This design comes from an exercise in tuning for small area and few clock cycles per item on the open sky130 flow, not from production work.
Where RTL was checked, it was by simulation tests only, not by an equivalence proof against the original.
Only the layout flow was run in runs 2 and 3; the RTL was not checked for function there.
Power figures rest on the tool's default switching activity, not on a simulated workload.

[flow/config.mk]
export PLATFORM = sky130hd
export DESIGN_NAME = fft_bram_pingpong_ctrl
export DESIGN_NICKNAME = fft_bram_pingpong_ctrl
export VERILOG_FILES = /design/flow/design.v
export SDC_FILE = /design/flow/constraint.sdc
export NUM_CORES = 4
export LEC_CHECK = 0
export CAP_MARGIN = 20
export CORE_MARGIN = 2
export CORE_UTILIZATION = 40
export SLEW_MARGIN = 20
[flow/constraint.sdc]
create_clock -name core_clock -period 5.0 [get_ports {clk}]
set_input_delay 1.0000 -clock core_clock [delete_from_list [all_inputs] [get_ports {clk}]]
set_output_delay 1.0000 -clock core_clock [all_outputs]
set_load 0.01 [all_outputs]
[flow/design.v]
package fft_bram_pkg;
    typedef enum logic [1:0] {
        IDLE      = 2'd0,
        WRITE     = 2'd1,
        WAIT_BANK = 2'd2
    } state_t;
    localparam int DEF_NUM_CH      = 8;
    localparam int DEF_SAMPLE_W    = 24;
    localparam int DEF_OUT_W       = 32;
    localparam int DEF_FRAME_BEATS = 64;
    function automatic int clog2(input int v);
        int r;
        r = 1;
        for (int i = 1; i < 31; i++) begin
            if ((32'sd1 << i) < v) r = i + 1;
        end
        clog2 = r;
    endfunction
    function automatic logic [63:0] sign_ext(input logic [63:0] sample, input int sw, input int ow);
        logic [63:0] shl;
        logic [63:0] ext;
        shl = sample << (64 - sw);
        ext = $signed(shl) >>> (64 - sw);
        sign_ext = ext & ((64'd1 << ow) - 64'd1);
    endfunction
endpackage
module fft_beat_skid #(
    parameter int NUM_CH  = 8,
    parameter int SLICE_W = 48
) (
    input  logic                      clk,
    input  logic [NUM_CH*SLICE_W-1:0] din,
    input  logic                      push,
    output logic [SLICE_W-1:0]        head
);
    logic [SLICE_W-1:0] sh [NUM_CH];
    always_ff @(posedge clk) begin
        sh[NUM_CH-1] <= ~(din[(NUM_CH-1)*SLICE_W +: SLICE_W] & {SLICE_W{push}});
        for (int k = 0; k < NUM_CH - 1; k++) begin
            if ((NUM_CH - 1 - k) % 2 == 0)
                sh[k] <= ~((din[k*SLICE_W +: SLICE_W] & {SLICE_W{push}}) | sh[k+1]);
            else
                sh[k] <= ~((din[k*SLICE_W +: SLICE_W] | {SLICE_W{!push}}) & sh[k+1]);
        end
    end
    assign head = sh[0];
endmodule
module fft_bram_pingpong_ctrl #(
    parameter int NUM_CH      = fft_bram_pkg::DEF_NUM_CH,
    parameter int SAMPLE_W    = fft_bram_pkg::DEF_SAMPLE_W,
    parameter int OUT_W       = fft_bram_pkg::DEF_OUT_W,
    parameter int FRAME_BEATS = fft_bram_pkg::DEF_FRAME_BEATS
) (
    input  logic                         clk,
    input  logic                         rst,
    input  logic [NUM_CH*2*SAMPLE_W-1:0] s_axis_tdata,
    input  logic                         s_axis_tvalid,
    input  logic                         s_axis_tlast,
    output logic                         s_axis_tready,
    input  logic                         bank_release,
    output logic [31:0]                  bram_addr,
    output logic [OUT_W-1:0]             bram_din_re,
    output logic [OUT_W-1:0]             bram_din_im,
    output logic [3:0]                   bram_we,
    output logic                         bram_en,
    output logic                         bram_rst,
    output logic                         bank_sel,
    output logic                         frame_done,
    output logic                         err_tlast
);
    localparam int SLICE_W = 2 * SAMPLE_W;
    localparam int WORDS   = FRAME_BEATS * NUM_CH;
    localparam int SLC_W   = fft_bram_pkg::clog2(NUM_CH);
    localparam int WIDX_W  = fft_bram_pkg::clog2(WORDS);
    localparam int BIDX_W  = WIDX_W - SLC_W;
    localparam int WCNT_INIT = (1 << (WIDX_W + 1)) - (NUM_CH - 1);
    logic [WIDX_W:0]     wcnt;
    logic                writing;
    logic [1:0]          owed;        
    logic                last_slice, last_word, new_frame, rel, bank_ok, accept, beat_last;
    logic [BIDX_W-1:0]   bidx;
    logic [SLICE_W-1:0]  cur, head;
    logic                flushing;    
    fft_beat_skid #(.NUM_CH(NUM_CH), .SLICE_W(SLICE_W)) u_skid (
        .clk  (clk),
        .din  (s_axis_tdata),
        .push (accept),
        .head (head)
    );
    assign flushing   = (owed == 2'd3);
    assign bidx       = wcnt[WIDX_W-1:SLC_W];
    assign last_slice = writing && (wcnt[SLC_W-1:0] == SLC_W'(NUM_CH - 1));
    assign last_word  = last_slice && (bidx == BIDX_W'(FRAME_BEATS - 1));
    assign new_frame  = writing ? (bidx == BIDX_W'(FRAME_BEATS - 1)) : (bidx == '0);
    assign rel        = bank_release && (owed != 2'd0);
    assign bank_ok    = !new_frame ||
                        (last_word ? (owed == 2'd0 || (owed == 2'd1 && rel))
                                   : (owed != 2'd2 || rel));
    assign s_axis_tready = !rst && !flushing && (!writing || last_slice) && bank_ok;
    assign accept     = s_axis_tvalid && s_axis_tready;
    assign beat_last  = writing ? (bidx == BIDX_W'(FRAME_BEATS - 2)) : (bidx == BIDX_W'(FRAME_BEATS - 1));
    always_ff @(posedge clk or posedge rst) begin
        if (rst) begin
            wcnt       <= (WIDX_W+1)'(WCNT_INIT);
            writing    <= 1'b0;
            owed       <= 2'd3;
            frame_done <= 1'b0;
            err_tlast  <= 1'b0;
        end else begin
            if (writing || flushing) wcnt <= wcnt + 1'b1;
            writing    <= accept || (writing && !last_slice);
            if (flushing) owed <= (wcnt[SLC_W-1:0] == SLC_W'(NUM_CH - 1)) ? 2'd0 : 2'd3;
            else          owed <= owed + {1'b0, last_word} - {1'b0, rel};
            frame_done <= last_word;
            err_tlast  <= accept && (s_axis_tlast != beat_last);
        end
    end
    assign bram_en     = writing;
    assign bram_we     = {4{writing}};
    assign bram_addr   = 32'({wcnt, 2'b00});
    assign bank_sel    = wcnt[WIDX_W];
    assign cur         = wcnt[0] ? head : ~head;
    assign bram_din_re = OUT_W'($signed(cur[SAMPLE_W-1:0]));
    assign bram_din_im = OUT_W'($signed(cur[SLICE_W-1:SAMPLE_W]));
    assign bram_rst    = rst;
endmodule
[flow/flow/run.sh]
#!/bin/bash
# Standard layout with three changes: every logic cell from synthesis is swapped for the
# smallest cell of its function before placement (repair sizes up what timing needs),
# every input and output port gets the smallest buffer, and clock tree synthesis uses
# clkbuf_8 leaves over larger sink clusters, without dummy loads.
set -euo pipefail
RES=orfs/results/$FLOW_PLATFORM/fft_bram_pingpong_ctrl/base
CTS_SIZE=${CTS_SIZE:-20}
bash standard.sh floorplan > standard_floorplan.log 2>&1
IN_ODB=$RES/2_floorplan.odb IN_SDC=$RES/2_floorplan.sdc \
  LIB_FILES=$FLOW_HOME/platforms/$FLOW_PLATFORM/lib/sky130_fd_sc_hd__tt_025C_1v80.lib \
  PLATFORM_DIR=$FLOW_HOME/platforms/$FLOW_PLATFORM \
  openroad -no_init -exit flow/downsize.tcl > downsize.log 2>&1
bash standard.sh "BUFFER_PORTS_ARGS=-buffer_cell sky130_fd_sc_hd__buf_1" \
  "CTS_ARGS=-sink_clustering_enable -repair_clock_nets -buf_list sky130_fd_sc_hd__clkbuf_8 -sink_clustering_size $CTS_SIZE -sink_clustering_max_diameter 60 -dont_use_dummy_load" \
  finish > standard.log 2>&1
[flow/flow/downsize.tcl]
# Swap every logic cell of the synthesized netlist for the smallest cell of the same
# function (same name but drive strength); placement and CTS repair fix any timing.
foreach lib $::env(LIB_FILES) { read_liberty $lib }
read_db $::env(IN_ODB)
read_sdc $::env(IN_SDC)
source $::env(PLATFORM_DIR)/setRC.tcl
set n 0
foreach inst [get_cells *] {
  set m [get_property $inst ref_name]
  if {![regexp {^(sky130_fd_sc_hd__[a-z0-9]+)_([0-9]+)$} $m -> base drv]} { continue }
  if {[regexp {tapvpwrvgnd|conb|fill|decap|diode} $base]} { continue }
  set best ""
  set best_area 1e9
  foreach lc [get_lib_cells ${base}_*] {
    set ln [get_name $lc]
    if {![regexp "^${base}_(\[0-9\]+)\$" $ln -> d]} { continue }
    set a [get_property $lc area]
    if {$a < $best_area} { set best $ln; set best_area $a }
  }
  if {$best ne "" && $best ne $m} {
    replace_cell $inst $best
    incr n
  }
}
puts "downsize: swapped $n cells"
write_db $::env(IN_ODB)
[flow/standard.sh]
#!/bin/bash
# synth_recipe.tcl (not shown) runs the flow's synth.tcl, then flattens the netlist and writes it again
# the make line also repeats each setting of config.mk as NAME=value (left out here)
make -C /OpenROAD-flow-scripts/flow DESIGN_CONFIG=/design/flow/config.mk WORK_HOME=/design/flow/orfs CLKGATE_MAP_FILE= SYNTH_SCRIPT=/design/flow/synth_recipe.tcl "${@:-finish}"
==> flow_metrics.env, run 1 <==
export IMPL_setup_viol=0
export IMPL_drive_above_1_share=0.0281
export IMPL_cp_start_kind="register"
export IMPL_async_reset_ff_frac=0.0376
export IMPL_postCtsHoldBufs=0
export IMPL_synth_seq_cells=399
export IMPL_finalMaxSlewViolations=0
export IMPL_max_freq_ghz=0.282
export IMPL_cts_tree="yes"
export IMPL_cellLeakagePower_nw=5.01
export IMPL_area_sequential_mm2=0.00808
export IMPL_finalHoldViolCount=0
export IMPL_htreeDepth=1
export IMPL_final_nets=1819
export IMPL_outcome="finished clean"
export IMPL_cp_required_ps=4000
export IMPL_synth_distinct_cells=38
export IMPL_synth_top_area_frac=0.639
export IMPL_grt_overflow=0
export IMPL_synth_most_common_cell="dfxtp_1"
export IMPL_synth_top_area_cell="dfxtp_1"
export IMPL_place_congestion=0.801
export IMPL_tightest_slew_ps=911
export IMPL_initial_core_util=0.406
export IMPL_synthCells=991
export IMPL_coreArea_mm2=0.0296
export IMPL_vias=8237
export IMPL_syn_avg_cell_area_um2=12.1
export IMPL_dr_pass1_iters=5
export IMPL_fin_crit_ps=3550
export IMPL_dp_hpwl_mm=21.8
export IMPL_synth_area_leaders="dfxtp_1, a21oi_2, o21ai_0, xnor2_1, buf_4"
export IMPL_ys_warnings_count=3
export IMPL_syn2layout_area_growth_pct=13.4
export IMPL_viasPerCell=4.54
export IMPL_peakVddDrop_uv=275
export IMPL_critPathArrivalTime_ps=2550
export IMPL_critical_path_peak_fanout=6
export IMPL_grt_usage=0.171
export IMPL_route_detailed_drc=0
export IMPL_drv_cap=0
export IMPL_worstSkewPairLatency_ps=600
export IMPL_die_area_mm2=0.0315
export IMPL_grt_pass1_wl_mm=42.2
export IMPL_yosys_top_cells_count="dfxtp_1, o21ai_0, a21oi_2, nand2_1, xnor2_1"
export IMPL_min_delay_path_class="reg -> reg"
export IMPL_postRouteWirelength_mm=29.0
export IMPL_ys_flop_type="dfxtp_1"
export IMPL_clock_sinks=399
export IMPL_die_h_um=177
export IMPL_drtIter0Drc=411
export IMPL_synth_edf_count=0
export IMPL_post_cts_resized=0
export IMPL_clockRootBuffer="clkbuf_8"
export IMPL_utilization=0.461
export IMPL_ant_nets=0
export IMPL_setup_worst_path_class="reg -> out"
export IMPL_die_w_um=177
export IMPL_slew_headroom=0.393
export IMPL_grt_max_degree=92
export IMPL_clk_pin_slew_ps=70
export IMPL_fillers=2930
export IMPL_post_drt_wl_per_cell_um=16.0
export IMPL_numPortBuffers=472
export IMPL_crit_path_end_kind="output port"
export IMPL_grt_antenna_before_repair=0
export IMPL_io_pins=495
export IMPL_numCtsBuffers=29
export IMPL_syn_cell_area_mm2=0.0120
export IMPL_cts_setup_buffers=0
export IMPL_layout_worst_path_cycle_share=0.710
export IMPL_cts_buffer_depth=3
export IMPL_grt_pass1_vias=7968
export IMPL_rsz0062_at_grt="false"
export IMPL_fin_tns_setup_ps=0
export IMPL_yosysSeqAreaShare=0.671
export IMPL_rows=63
export IMPL_antennaDiodeCount=0
export IMPL_power_density_mw_per_mm2=663
export IMPL_fin_skew_ps=88.2
export IMPL_multi_input_area_mm2=0.00279
## critical path: stages, from the launching register on
cell and delay [ps]:
dfstp_4 610, ha_1 160, ha_1 250, nand2b_1 160, o31ai_1 80, nor3_1 460, or2_0 180, buf_1 150
## routing by layer
metal	share of wire	GRT usage	vias up
met4	0.030	0.0567	0
li1	-	-	4112
met3	0.082	0.0463	58
met2	0.48	0.294	306
met5	0	0	-
met1	0.41	0.207	3761
## area by class of cell
class	instances	share of cell area
tap	390	0.0357
sequential	399	0.592
clock buffer	29	0.0292
inverter	3	0.000825
multi-input combinational	514	0.205
timing repair buffer	480	0.138
## path summary, 6_finish.rpt
kind                                         end             start  cells past startpoint  slack, ps
worst max-delay path               s_axis_tready           wcnt[0]                      7       1450
worst min-delay path            u_skid.sh[6][37]  u_skid.sh[7][37]                      1        330
worst max register to register  u_skid.sh[5][36]           wcnt[0]                      8       1890
worst min register to register  u_skid.sh[6][37]  u_skid.sh[7][37]                      1        330
max in group asynchronous                writing               rst                      2       4020
min in group asynchronous                wcnt[2]               rst                      2        550
## cell families (layout without fill, tap and decap cells)
| group | count (synthesis) | count (layout) | synth area share |
|---|---|---|---|
| compound gates | 351 | 351 | 0.193 |
| xor+xnor | 59 | 59 | 0.0429 |
| fa+ha+maj | 3 | 3 | 0.00312 |
| buf+inv | 99 | 512 | 0.0606 |
| flops | 399 | 399 | 0.671 |
| mux | 3 | 3 | 0.00281 |
| other cells | 1 | 22 | 0.000312 |
| simple gates | 76 | 76 | 0.0265 |
## per-stage QoR
| stage | cell area [um^2] | instances | total power, W | hold slack, ps | setup WS, ps |
|---|---|---|---|---|---|
| floorplan | 12100 | 1012 | 0.00728 | 354 | 2230 |
| global placement | 13300 | 1786 | 0.00766 | 356 | 1830 |
| detailed placement | 13300 | 1786 | 0.00776 | 361 | 1740 |
| CTS | 13700 | 1815 | 0.00918 | 328 | 1390 |
| global route | 13700 | 1815 | 0.00972 | 341 | 1240 |
| finish | 13700 | 1815 | 0.00905 | 328 | 1450 |
## power breakdown
part	switching, W	leakage (nW)	internal, W
Sequential	0.000441	3.36	0.00458
Combinational	0.00160	1.44	0.00101
Clock	0.000914	0.209	0.000518
## sequential cells by signal (all words and copies together) (netlist names)
name	cells
owed	2
u_skid.sh	384
writing	1
err_tlast	1
wcnt	10
frame_done	1
## placed cells by master, fill, tap and decap left out, types with 4 or more instances in the layout
master | netlist | routed
xnor2_1 | 55 | 55
xor2_1 | 4 | 4
clkbuf_8 | 0 | 29
buf_12 | 0 | 4
dfrtp_1 | 5 | 5
dfstp_1 | 0 | 9
dfxtp_1 | 384 | 384
buf_4 | 44 | 4
o21ai_0 | 193 | 193
conb_1 | 1 | 22
buf_1 | 4 | 472
nor2_1 | 8 | 8
a21oi_1 | 6 | 146
nand2_1 | 56 | 56
Testbench counts, summed over its fixed seeds: cycles 34,029, beats 4,096.
==> run 2: changes to the inputs <==
--- a/flow/design.v
+++ b/flow/design.v
@@ -96,7 +96,7 @@
     assign bank_ok    = !new_frame ||
                         (last_word ? (owed == 2'd0 || (owed == 2'd1 && rel))
                                    : (owed != 2'd2 || rel));
-    assign s_axis_tready = !rst && !flushing && (!writing || last_slice) && bank_ok;
+    assign s_axis_tready = !flushing && (!writing || last_slice) && bank_ok;
     assign accept     = s_axis_tvalid && s_axis_tready;
     assign beat_last  = writing ? (bidx == BIDX_W'(FRAME_BEATS - 2)) : (bidx == BIDX_W'(FRAME_BEATS - 1));
     always_ff @(posedge clk or posedge rst) begin
==> flow_metrics.env, run 2 <==
export IMPL_outcome="finished clean"
export IMPL_drv_cap=0
export IMPL_grt_max_degree=88
export IMPL_pre_cts_ws_ps=1050
export IMPL_path_buf_inv=1
export IMPL_place_congestion=0.858
export IMPL_max_freq_ghz=0.243
export IMPL_htreeDepth=1
export IMPL_ys_warnings_count=3
export IMPL_synthCells=1039
export IMPL_cp_required_ps=4000
export IMPL_grt_usage=0.204
export IMPL_power_density_mw_per_mm2=641
export IMPL_critPathArrivalTime_ps=3110
export IMPL_rows=64
export IMPL_tightest_slew_ps=1010
export IMPL_grt_pass1_wl_mm=52.6
export IMPL_power_w=0.00925
export IMPL_ant_nets=0
export IMPL_drtIter0Drc=530
export IMPL_numCtsBuffers=28
export IMPL_setup_worst_path_class="reg -> out"
export IMPL_synth_top_area_cell="dfxtp_1"
export IMPL_placed_area_mm2=0.0141
export IMPL_cts_setup_buffers=0
export IMPL_route_detailed_drc=0
export IMPL_finalMaxSlewViolations=0
export IMPL_r2r_end="u_skid.sh[4][26]"
export IMPL_syn2layout_area_growth_pct=16.1
export IMPL_dr_pass1_iters=5
export IMPL_cts_buffer_depth=3
export IMPL_syn_cell_area_mm2=0.0124
export IMPL_async_reset_ff_frac=0.0376
export IMPL_viasPerCell=5.01
export IMPL_synth_top_area_frac=0.618
export IMPL_placed_cells=1804
export IMPL_grt_pass1_vias=9229
export IMPL_grt_antenna_before_repair=0
export IMPL_clockRootBuffer="clkbuf_8"
export IMPL_die_w_um=180
export IMPL_crit_family="simple AND/OR/NAND/NOR gates"
export IMPL_clock_sinks=399
export IMPL_post_cts_resized=0
export IMPL_syn_avg_cell_area_um2=12.0
export IMPL_coreArea_mm2=0.0306
export IMPL_final_cell_mix="buf_1, dfxtp_1, o31ai_1, a31oi_1, xnor2_1"
export IMPL_drive_above_1_share=0.0334
export IMPL_cp_start_kind="register"
export IMPL_crit_path_end_kind="output port"
export IMPL_die_area_mm2=0.0325
export IMPL_postCtsHoldBufs=0
export IMPL_final_nets=1830
export IMPL_rsz0062_at_grt="false"
export IMPL_reg2reg_depth=5
export IMPL_largest_register="u_skid.sh"
export IMPL_layout_worst_path_cycle_share=0.822
export IMPL_layout_setup_ws_ps=889
export IMPL_r2r_start="writing"
export IMPL_startpoint="writing"
export IMPL_clk_pin_slew_ps=110
export IMPL_hold_depth=1
export IMPL_cts_tree="yes"
export IMPL_yosysSeqAreaShare=0.649
export IMPL_setup_viol=0
export IMPL_synth_distinct_cells=37
export IMPL_reg2reg_slack_ps=1840
export IMPL_finalHoldViolCount=0
export IMPL_reg_largest_list="u_skid.sh: 384 flops, wcnt: 10 flops, owed: 2 flops"
export IMPL_min_delay_path_class="reg -> reg"
export IMPL_synth_seq_cells=399
export IMPL_hold_start="u_skid.sh[3][21]"
export IMPL_critical_path_peak_fanout=28
export IMPL_critical_path_slowest_cell="nor4_1"
export IMPL_worstSkewPairLatency_ps=600
export IMPL_fin_crit_ps=4110
export IMPL_ys_flop_type="dfxtp_1"
export IMPL_fin_skew_ps=41.3
export IMPL_numPortBuffers=472
export IMPL_max_stage_delay_ps=660
export IMPL_synth_edf_count=0
export IMPL_slew_headroom=0.326
export IMPL_largest_register_ffs=384
export IMPL_initial_core_util=0.407
export IMPL_peakVddDrop_uv=255
export IMPL_io_pins=495
export IMPL_die_h_um=180
export IMPL_min_to="u_skid.sh[2][21]"
export IMPL_post_drt_wl_per_cell_um=18.9
export IMPL_mostFrequentLayoutCell="buf_1"
export IMPL_fin_cells=1834
export IMPL_grt_overflow=0
export IMPL_synth_area_leaders="dfxtp_1, o31ai_1, a31oi_1, xnor2_1, buf_4"
export IMPL_postRouteWirelength_mm=34.6
export IMPL_dp_hpwl_mm=24.9
export IMPL_fin_tns_setup_ps=0
export IMPL_cellLeakagePower_nw=5.11
export IMPL_synth_most_common_cell="dfxtp_1"
export IMPL_crit_chain="or4_1 -> nor4_1 -> o21ai_4 -> and3_1 -> buf_1"
export IMPL_vias=9185
export IMPL_yosys_top_cells_count="dfxtp_1, o31ai_1, a31oi_1, xnor2_1, nand3_1"
export IMPL_fillers=2948
export IMPL_fin_area_mm2=0.0144
## run 2: logic make-up after synthesis
| logic type | Yosys count | synth area share |
|---|---|---|
| flip-flops | 399 | 0.649 |
| AO/OA/AOI/OAI | 349 | 0.195 |
| buffers and inverters | 141 | 0.0740 |
| AND/OR/NAND/NOR | 86 | 0.0367 |
| XOR/XNOR | 59 | 0.0415 |
| adder cells (fa/ha/maj) | 3 | 0.00302 |
| other | 1 | 0.000301 |
| multiplexers | 1 | 0.000804 |
## run 2: through the flow
stage	utilization	hold WS (ps)
after floorplan	-	353
after global placement	0.460	355
after detailed placement	0.460	359
after CTS	0.472	363
after global routing	0.472	371
final	0.472	363
## run 2: worst max path at each step
stage | endpoint | slack, ps | cells after the start
3_5_place_dp | s_axis_tready | 1050 | 6
4_1_cts | s_axis_tready | 850 | 5
3_3_place_gp | s_axis_tready | 1050 | 6
6_report | s_axis_tready | 890 | 5
5_1_grt | s_axis_tready | 710 | 5
2_1_floorplan | s_axis_tready | 1840 | 5
## run 2: power breakdown
part           internal [W]  switching, W  total (W)  leakage, nW
logic               0.00114       0.00157    0.00271         1.55
registers           0.00455      0.000559    0.00511         3.36
clock network      0.000501      0.000934    0.00143        0.201
total               0.00619       0.00307    0.00925         5.11
## run 2: metal layers
metal	vias up	global-route usage	wire length, um
met5	-	0	0
met4	0	0.0732	1100
met3	67	0.0461	2440
met2	358	0.333	16200
met1	4211	0.267	14800
li1	4549	-	-
## run 2: cell type report
class	count	area, um^2	share of cell area
Antenna cell	2	5.00	0.000346
Clock buffer	28	385	0.0267
Inverter	2	7.51	0.000520
Multi-Input combinational cell	520	3540	0.245
Sequential cell	399	8080	0.559
Tap cell	396	495	0.0343
Timing Repair Buffer	487	1930	0.134
==> run 3: changes to the inputs <==
--- a/flow/flow/run.sh
+++ b/flow/flow/run.sh
@@ -12,5 +12,5 @@
   PLATFORM_DIR=$FLOW_HOME/platforms/$FLOW_PLATFORM \
   openroad -no_init -exit flow/downsize.tcl > downsize.log 2>&1
 bash standard.sh "BUFFER_PORTS_ARGS=-buffer_cell sky130_fd_sc_hd__buf_1" \
-  "CTS_ARGS=-sink_clustering_enable -repair_clock_nets -buf_list sky130_fd_sc_hd__clkbuf_8 -sink_clustering_size $CTS_SIZE -sink_clustering_max_diameter 60 -dont_use_dummy_load" \
+  "CTS_ARGS=-sink_clustering_enable -repair_clock_nets -buf_list sky130_fd_sc_hd__clkbuf_16 -sink_clustering_size 30 -sink_clustering_max_diameter 50 -dont_use_dummy_load" \
   finish > standard.log 2>&1
==> flow_metrics.env, run 3 <==
export IMPL_synth_top_area_cell="dfxtp_1"
export IMPL_worstSkewPairLatency_ps=520
export IMPL_synth_most_common_cell="dfxtp_1"
export IMPL_syn2layout_area_growth_pct=19.8
export IMPL_finalHoldViolCount=0
export IMPL_dp_hpwl_mm=24.9
export IMPL_fillers=2902
export IMPL_synth_top_area_frac=0.618
export IMPL_min_delay_path_class="reg -> reg"
export IMPL_postRouteWirelength_mm=34.6
export IMPL_drv_cap=0
export IMPL_critical_path_peak_fanout=28
export IMPL_place_congestion=0.858
export IMPL_layout_worst_path_cycle_share=0.801
export IMPL_grt_usage=0.205
export IMPL_numCtsBuffers=34
export IMPL_clock_sinks=399
export IMPL_numPortBuffers=472
export IMPL_die_area_mm2=0.0325
export IMPL_ant_nets=0
export IMPL_synthCells=1039
export IMPL_drtIter0Drc=458
export IMPL_largest_register="u_skid.sh"
export IMPL_rsz0062_at_grt="false"
export IMPL_yosysSeqAreaShare=0.649
export IMPL_cts_setup_buffers=0
export IMPL_grt_pass1_vias=9312
export IMPL_mostFrequentLayoutCell="buf_1"
export IMPL_largest_register_ffs=384
export IMPL_fin_tns_setup_ps=0
export IMPL_syn_cell_area_mm2=0.0124
export IMPL_cp_required_ps=4000
export IMPL_final_nets=1836
export IMPL_async_reset_ff_frac=0.0376
export IMPL_post_cts_resized=0
export IMPL_dr_pass1_iters=6
export IMPL_drive_above_1_share=0.0374
export IMPL_grt_antenna_before_repair=0
export IMPL_grt_max_degree=88
export IMPL_htreeDepth=2
export IMPL_synth_seq_cells=399
export IMPL_fin_skew_ps=49.7
export IMPL_slew_headroom=0.325
export IMPL_crit_path_end_kind="output port"
export IMPL_peakVddDrop_uv=283
export IMPL_cellLeakagePower_nw=5.33
export IMPL_fin_crit_ps=4000
export IMPL_grt_pass1_wl_mm=52.6
export IMPL_utilization=0.488
export IMPL_die_w_um=180
export IMPL_cts_buffer_depth=3
export IMPL_rows=64
export IMPL_cp_start_kind="input pin"
export IMPL_outcome="finished clean"
export IMPL_die_h_um=180
export IMPL_synth_distinct_cells=37
export IMPL_clockRootBuffer="clkbuf_16"
export IMPL_critPathArrivalTime_ps=3000
export IMPL_setup_viol=0
export IMPL_setup_worst_path_class="in -> out"
export IMPL_clk_pin_slew_ps=70
export IMPL_power_density_mw_per_mm2=674
export IMPL_initial_core_util=0.407
export IMPL_grt_overflow=0
export IMPL_viasPerCell=5.04
export IMPL_yosys_top_cells_count="dfxtp_1, o31ai_1, a31oi_1, xnor2_1, nand3_1"
export IMPL_ys_flop_type="dfxtp_1"
export IMPL_route_detailed_drc=0
export IMPL_coreArea_mm2=0.0306
export IMPL_final_cell_mix="buf_1, dfxtp_1, o31ai_1, a31oi_1, xnor2_1"
export IMPL_reg_largest_list="u_skid.sh: 384 flops, wcnt: 10 flops, owed: 2 flops"
export IMPL_synth_area_leaders="dfxtp_1, o31ai_1, a31oi_1, xnor2_1, buf_4"
export IMPL_max_freq_ghz=0.250
export IMPL_syn_avg_cell_area_um2=12.0
export IMPL_post_drt_wl_per_cell_um=18.8
export IMPL_synth_edf_count=0
export IMPL_io_pins=495
export IMPL_postCtsHoldBufs=0
export IMPL_cts_tree="yes"
export IMPL_finalMaxSlewViolations=0
export IMPL_ys_warnings_count=3
export IMPL_tightest_slew_ps=1010
export IMPL_vias=9272
-- run 3: cell counts after synthesis --
Identical to the previous run, type by type.
-- run 3: cell families after synthesis --
group	share of synthesized area
AND/OR/NAND/NOR	0.0367
flip-flops	0.649
buffers and inverters	0.0740
XOR/XNOR	0.0415
other	0.000301
multiplexers	0.000804
adder cells (fa/ha/maj)	0.00302
AO/OA/AOI/OAI	0.195
-- run 3: layout make-up --
cell class                      instances  area, um^2  area share
Multi-Input combinational cell        520        3540       0.238
Tap cell                              396         495      0.0332
Clock buffer                           34         851      0.0571
Antenna cell                            2        5.00    0.000336
Timing Repair Buffer                  487        1930       0.130
Inverter                                2        7.51    0.000503
Sequential cell                       399        8080       0.541
-- run 3: metrics by stage --
stage	hold WS (ps)	instance area [um^2]	instances	power (W)	worst slack [ps]
2_1_floorplan	353	12500	1060	0.00705	1840
3_3_place_gp	355	14100	1804	0.00786	1050
3_5_place_dp	359	14100	1804	0.00793	1050
4_1_cts	354	14900	1838	0.0102	1010
5_1_grt	365	14900	1838	0.0107	862
6_report	357	14900	1840	0.0101	996
-- run 3: final timing paths --
path,startpoint,end,slack [ps],depth (start not counted)
max in group asynchronous,rst,wcnt[1],4030,2
hold reg to reg,u_skid.sh[5][39],u_skid.sh[4][39],360,1
setup reg to reg,writing,u_skid.sh[2][30],1840,5
min in group asynchronous,rst,frame_done,560,2
hold / removal,u_skid.sh[5][39],u_skid.sh[4][39],360,1
setup / recovery,bank_release,s_axis_tready,1000,6
-- run 3: critical path: stages --
cell     delay (ps)
buf_1           130
or4_1           410
nor4_1          670
o21ai_4         370
and3_1          300
buf_1           130
-- run 3: power by group --
group          total [W]  internal [W]  switching, W
Clock            0.00222       0.00120       0.00102
Sequential       0.00512       0.00456      0.000563
Combinational    0.00271       0.00114       0.00157
-- run 3: metal layers --
metal	GRT usage	part of all wire
met3	0.0513	0.071
met1	0.264	0.43
met2	0.335	0.47
met5	0	0
met4	0.0748	0.031

-- re-timing with driven ports --
No port has a modelled driver above. Below, the same layouts with a new extraction and two added sets of constraints.
Step 1 sets driving cells, clkbuf_16 on the clock port and buf_2 on the other inputs (assumed; they add their load-dependent delay and slew).
Step 2 times the ports against the registers' clock, not the clock port: input delays grow and output delays shrink by t, the midpoint of the rising clock arrivals with the driver on.
Slacks: ideal / step 1 / step 2; pairs: ideal / step 1.
| run | shift t [ns] | slack for setup (ns) | worst setup path after step 2 | worst register clock-pin slew, ns |
|---|---|---|---|---|
| run 1 | 0.598 | 1.449 / 1.407 / 1.738 | input to register | 0.11 / 0.11 |
| run 2 | 0.623 | 0.889 / 0.845 / 0.978 | input to output | 0.12 / 0.12 |
| run 3 | 0.543 | 0.996 / 0.954 / 0.965 | input to output | 0.08 / 0.08 |
After both steps setup and hold are still met in every run listed. The setup slack of run 3, which loses most, moves by -0.042 ns with the drivers and by -0.031 ns with both steps.
